This is an optimization exercise on Yosys and OpenROAD, whose aim is small area, a short achievable clock period and few clock cycles per item, not a production implementation.
At most, simulation tests tie the RTL to the original design; equivalence was not proved.
Power figures rest on the tool's default switching activity, not on a simulated workload.

## oak
// pitch_core
module pitch_core (
    input  logic       i_clk,
    input  logic       reset,
    input  logic       start,
    input  sdram_pkg::mem_addr_t  src_addr,
    input  sdram_pkg::mem_addr_t  dst_addr,
    input  logic [3:0] speed,
    output logic       done,
    output sdram_pkg::mem_req_t   mem_req,
    input  sdram_pkg::mem_data_t  mem_readdata,
    input  logic       finished
);
==> flow/config.mk <==
export PLATFORM = sky130hd
export DESIGN_NAME = pitch_core
export DESIGN_NICKNAME = pitch_core
export VERILOG_FILES = /design/flow/design.v
export SDC_FILE = /design/flow/constraint.sdc
export NUM_CORES = 4
export LEC_CHECK = 0
export CAP_MARGIN = 20
export CORE_MARGIN = 2
export CORE_UTILIZATION = 40
export SETUP_SLACK_MARGIN = 5
export SLEW_MARGIN = 20
==> flow/constraint.sdc <==
create_clock -name core_clock -period 10.0 [get_ports {i_clk}]
set_input_delay 2.0000 -clock core_clock [delete_from_list [all_inputs] [get_ports {i_clk}]]
set_output_delay 2.0000 -clock core_clock [all_outputs]
set_load 0.01 [all_outputs]
standard.sh (not shown) runs the stock make flow with config.mk's settings and CLKGATE_MAP_FILE= SYNTH_SCRIPT=/design/flow/synth_recipe.tcl, a recipe that flattens the netlist after the stock synthesis.
==> flow/flow/run.sh <==
#!/bin/bash
set -e
MARGIN=${MARGIN:-6.5}
bash standard.sh finish SETUP_SLACK_MARGIN=$MARGIN > standard.log 2>&1
Testbench counts of oak, summed over its fixed seeds: cycles 105,755, words 16,960.
## Diff of input files: pine against oak
--- a/flow/design.v
+++ b/flow/design.v
@@ -209,22 +209,19 @@
     logic [1:0]  need, nsh_after;
     logic        shift_now;
     logic        fin_now, wr_avail, rd_possible, want_cur, want_pf, wr_issue, rd_issue;
     mem_addr_t   rd_addr;
     assign has_out = (d[3] == 1'b0);
     assign pos_ok  = (st == S_WALK) && (nsh == 2'd0);
     assign c_last  = (lt8 ? first : (d == 4'd0 && !first)) ? 2'd1 : 2'd3;
     assign fin_now    = q_v && q_last;                   
     assign slot_ok    = !(a_v && a_last) && !fin_now && !res_v;
-    logic        early_ok;
-    assign early_ok   = (st == S_WALK) && (nsh == 2'd1) && !eq8 && !cstep[1];
-    assign issue      = (pos_ok || early_ok) && has_out
-                        && ((cstep != c_last) || (pos_ok && slot_ok && nx_ok));
+    assign issue      = pos_ok && has_out && ((cstep != c_last) || (slot_ok && nx_ok));
     assign issue_last = issue && (cstep == c_last);
     assign advance    = pos_ok && nx_ok && (!has_out || issue_last);
     assign port_free = !(req_rd | req_wr) | finished;
     assign rd_fin    = finished & req_rd & (st == S_WALK);
     assign avail     = nxt_v | rd_fin;
     assign fetched   = nxt_v | req_rd;
     always_comb begin
         if (!advance)       need = nsh;
         else if (chain_end) need = last_chain ? 2'd0 : (lt8 ? 2'd2 : 2'd1);
@@ -238,19 +235,19 @@
     assign want_pf     = pos_ok && (pf_next || (chain_end_d && !last_chain));
     assign wr_issue    = port_free && wr_avail && !(rd_possible && want_cur);
     assign rd_issue    = port_free && rd_possible && !wr_issue && (want_cur || want_pf);
     assign rd_addr     = (pos_ok && chain_end_d) ? srcq : rp;
     logic [15:0] x;
     logic        selw, is_tail;
     logic [22:0] ms, mc;
     logic        mcin;
     always_comb begin
-        selw = cstep[1] | eq8 | nsh[0];
+        selw = cstep[1] | eq8;
         case ({selw, cstep[0]})
             2'd0: x = lo[31:16];
             2'd1: x = lo[15:0];
             2'd2: x = hi[31:16];
             default: x = hi[15:0];
         endcase
         is_tail = lt8 ? cstep[1] : !cstep[1];
     end
     pitch_mul_a i_mul (.x(a_x), .cidx(a_c), .s(ms), .c(mc), .cin(mcin));
Notes after the runs:
Sort oak and pine by power asc -> top: oak. Looking at critical path's largest stage delay across oak and pine, the one that comes out higher is oak. Changes observed in pine relative to oak: sequential share of layout area saw a decrease, combinational power saw an increase, final non-filler cell total saw an increase. Sort oak and pine by final area asc -> top: oak. Standard cell with the maximum stage delay on the critical path = sky130_fd_sc_hd__a221o_2: pine; standard cell with the maximum stage delay on the critical path = sky130_fd_sc_hd__fa_1: oak.
Only the layout flow was run in pine; the RTL was not checked for function there.

---

Another version of the RTL of pitch_core (not shown whole).
Size in the first run: about 2,400 cells after synthesis, ~0.028 mm2 of cells after synthesis.
// pitch_core
module pitch_core (
    input  logic       i_clk,
    input  logic       reset,
    input  logic       start,
    input  sdram_pkg::mem_addr_t  src_addr,
    input  sdram_pkg::mem_addr_t  dst_addr,
    input  logic [3:0] speed,
    output logic       done,
    output sdram_pkg::mem_req_t   mem_req,
    input  sdram_pkg::mem_data_t  mem_readdata,
    input  logic       finished
);
clock: 10.0 ns
lec_check: 0
cap_margin: 20
core_margin: 2
core_utilization: 40
setup_slack_margin: 5
slew_margin: 20
Scripts as last shown in full above: flow/flow/run.sh
Testbench counts at the start, summed over its fixed seeds: cycles 105,755, words 16,960.
Edit:
--- a/flow/design.v
+++ b/flow/design.v
@@ -92,43 +92,45 @@
         | ({31{e2[2]}} & (xs2 << 5));
     logic [30:0] xs3;
     assign xs3 = {{15{x[15] ^ n3}}, x ^ {16{n3}}};
     assign r3 = ({31{e3[0]}} & (xs3 << 6))
         | ({31{e3[1]}} & (xs3 << 1))
         | ({31{e3[2]}} & (xs3 << 0));
     logic [30:0] xs4;
     assign xs4 = {{15{x[15] ^ n4}}, x ^ {16{n4}}};
     assign r4 = ({31{e4[0]}} & (xs4 << 0));
     assign rt = {31{et}} & {xs[15:0], 15'd0};
-    logic [30:0] rtk;
-    assign rtk = rt | k;
     logic [30:0] t0, u0, m0;
     assign t0 = r0 ^ r1 ^ r2;
     assign m0 = (r0 & r1) | (r0 & r2) | (r1 & r2);
     assign u0 = {m0[29:0], 1'b0};
     logic [30:0] t1, u1, m1;
-    assign t1 = r3 ^ r4 ^ rtk;
-    assign m1 = (r3 & r4) | (r3 & rtk) | (r4 & rtk);
+    assign t1 = r3 ^ r4 ^ k;
+    assign m1 = (r3 & r4) | (r3 & k) | (r4 & k);
     assign u1 = {m1[29:0], 1'b0};
     logic [30:0] t2, u2, m2;
     assign t2 = t0 ^ u0 ^ t1;
     assign m2 = (t0 & u0) | (t0 & t1) | (u0 & t1);
     assign u2 = {m2[29:0], 1'b0};
     logic [30:0] t3, u3, m3;
     assign t3 = t2 ^ u2 ^ u1;
     assign m3 = (t2 & u2) | (t2 & u1) | (u2 & u1);
     assign u3 = {m3[29:0], 1'b0};
+    logic [30:0] t4, u4, m4;
+    assign t4 = t3 ^ u3 ^ rt;
+    assign m4 = (t3 & u3) | (t3 & rt) | (u3 & rt);
+    assign u4 = {m4[29:0], 1'b0};
     logic [8:0] lo_sum;
-    assign lo_sum = {1'b0, t3[7:0]} + {1'b0, u3[7:0]};
+    assign lo_sum = {1'b0, t4[7:0]} + {1'b0, u4[7:0]};
     assign cin = lo_sum[8];
-    assign s = t3[30:8];
-    assign c = u3[30:8];
+    assign s = t4[30:8];
+    assign c = u4[30:8];
 endmodule
 module pitch_core (
     input  logic       i_clk,
     input  logic       reset,
     input  logic       start,
     input  sdram_pkg::mem_addr_t  src_addr,
     input  sdram_pkg::mem_addr_t  dst_addr,
     input  logic [3:0] speed,
     output logic       done,
     output sdram_pkg::mem_req_t   mem_req,
@@ -155,25 +157,25 @@
     logic [1:0]  nsh;                
     logic [31:0] lo, hi, nxt;
     logic        nxt_v;
     logic        nx_wrap;            
     logic [3:0]  nx_d;
     logic [2:0]  nx_inc;             
     logic        nx_sh;              
     logic [1:0]  cstep;
     logic [15:0] a_x;
     logic [3:0]  a_c;
-    logic        a_v, a_last, a_init;
+    logic        a_v, a_last, a_ch, a_init;
     logic [22:0] qs, qc;             
     logic        qcin;
-    logic        q_v, q_last, q_init;
-    logic [15:0] acc0, acc1;         
+    logic        q_v, q_last, q_ch, q_init;
+    logic [15:0] acc_l, acc_r;
     logic [31:0] res;
     logic        res_v;
     mem_addr_t   res_addr;
     logic        req_rd, req_wr;
     mem_addr_t   req_addr;
     logic [31:0] req_wdata;
     assign mem_req = {req_rd, req_wr, req_addr, req_wdata};
     function automatic logic [8:0] nx_of(input logic [3:0] dv, input logic lt8_i,
                                          input logic eq8_i, input logic [3:0] h_i,
                                          input logic [2:0] step_i);
@@ -253,24 +255,24 @@
             2'd1: x = lo[15:0];
             2'd2: x = hi[31:16];
             default: x = hi[15:0];
         endcase
         is_tail = lt8 ? cstep[1] : !cstep[1];
     end
     pitch_mul_a i_mul (.x(a_x), .cidx(a_c), .s(ms), .c(mc), .cin(mcin));
     logic [22:0] tot;
     logic [15:0] acc_in, sum;
     logic [31:0] out_word;
-    assign acc_in   = q_init ? 16'd0 : acc1;
+    assign acc_in   = q_init ? 16'd0 : (q_ch ? acc_r : acc_l);
     assign tot      = {acc_in, 7'd0} + qs + qc + {22'd0, qcin};
     assign sum      = tot[22:7];
-    assign out_word = {acc0, sum};      
+    assign out_word = q_ch ? {acc_l, sum} : {sum, acc_r};
     always_ff @(posedge i_clk) begin
         if (reset) begin
             st            <= S_IDLE;
             done          <= 1'b0;
             req_rd  <= 1'b0;
             req_wr <= 1'b0;
             nsh           <= 2'd0;
             nxt_v         <= 1'b0;
             a_v           <= 1'b0;
             q_v           <= 1'b0;
@@ -309,42 +311,44 @@
                     end
                 end
                 S_DONE: st <= S_IDLE;
                 default: st <= S_IDLE;
             endcase
         end
     end
     always_ff @(posedge i_clk) begin
         a_x     <= x;
         a_c     <= {is_tail, d[2:0]};
+        a_ch    <= cstep[0];
         a_init  <= !cstep[1] || (lt8 ? (d == 4'd0) : first);
         a_last  <= (cstep == c_last);
         qs      <= ms;
         qc      <= mc;
         qcin    <= mcin;
+        q_ch    <= a_ch;
         q_init  <= a_init;
         q_last  <= a_last;
         if (advance || st == S_LEN2) begin
             nx_wrap <= nx_sel[8];
             nx_d    <= nx_sel[7:4];
             nx_inc  <= nx_sel[3:1];
             nx_sh   <= nx_sel[0];
         end
         if (shift_now) begin
             lo <= hi;
             hi <= nxt_v ? nxt : mem_readdata;
         end else if (rd_fin) begin
             nxt <= mem_readdata;
         end
         if (q_v) begin
-            acc1 <= acc0;
-            acc0 <= sum;
+            if (q_ch) acc_r <= sum;
+            else      acc_l <= sum;
         end
         if (fin_now) res <= out_word;
         if (wr_issue) begin
             req_addr      <= res_addr;
             req_wdata <= res_v ? res : out_word;
         end
         if (rd_issue) begin
             req_addr <= rd_addr;
             rp       <= rd_addr;
         end
Worst setup slack got worse by 240 ps.
Utilization is higher by 2.3 points.
Count of clock-buffer cells in the layout fell by 8.
Global-route usage climbs by 0.43 points.
Die area climbs by a few percent.
Wire length climbs by a little under a tenth.
Function not checked in the second run of this note: the RTL went through the layout flow alone.

## separate check: timing with driven ports
Ports are ideal in the flow. The routed layouts listed here were re-timed in OpenROAD. Step 1 assumes that a clkbuf_16 drives the clock port and a buf_2 every other input. Step 2 adds t to the input delays and takes it off the output delays; t is the mean of the earliest and latest rising clock arrival at the registers after step 1. Input paths then give back, and output paths get back, about the clock's delay inside the block. a / b / c = ideal ports / drivers / drivers and shift; a / b = the first two.
run	shift t [ns]	setup slack, ns	clock arrival spread, ns	pins driven straight from the clock port
oak	0.676	6.370 / 6.370 / 6.101	0.062 / 0.062	1
pine	0.666	6.050 / 6.050 / 5.548	0.098 / 0.098	1
the first run of note 2	0.686	6.532 / 6.505 / 5.856	0.047 / 0.046	1
the second run of note 2	0.684	6.294 / 6.294 / 5.940	0.071 / 0.070	1
After both steps setup and hold are still met in every run listed. For the first run of note 2, which loses most, drivers alone change the setup slack by -0.027 ns; drivers and shift together by -0.676 ns.
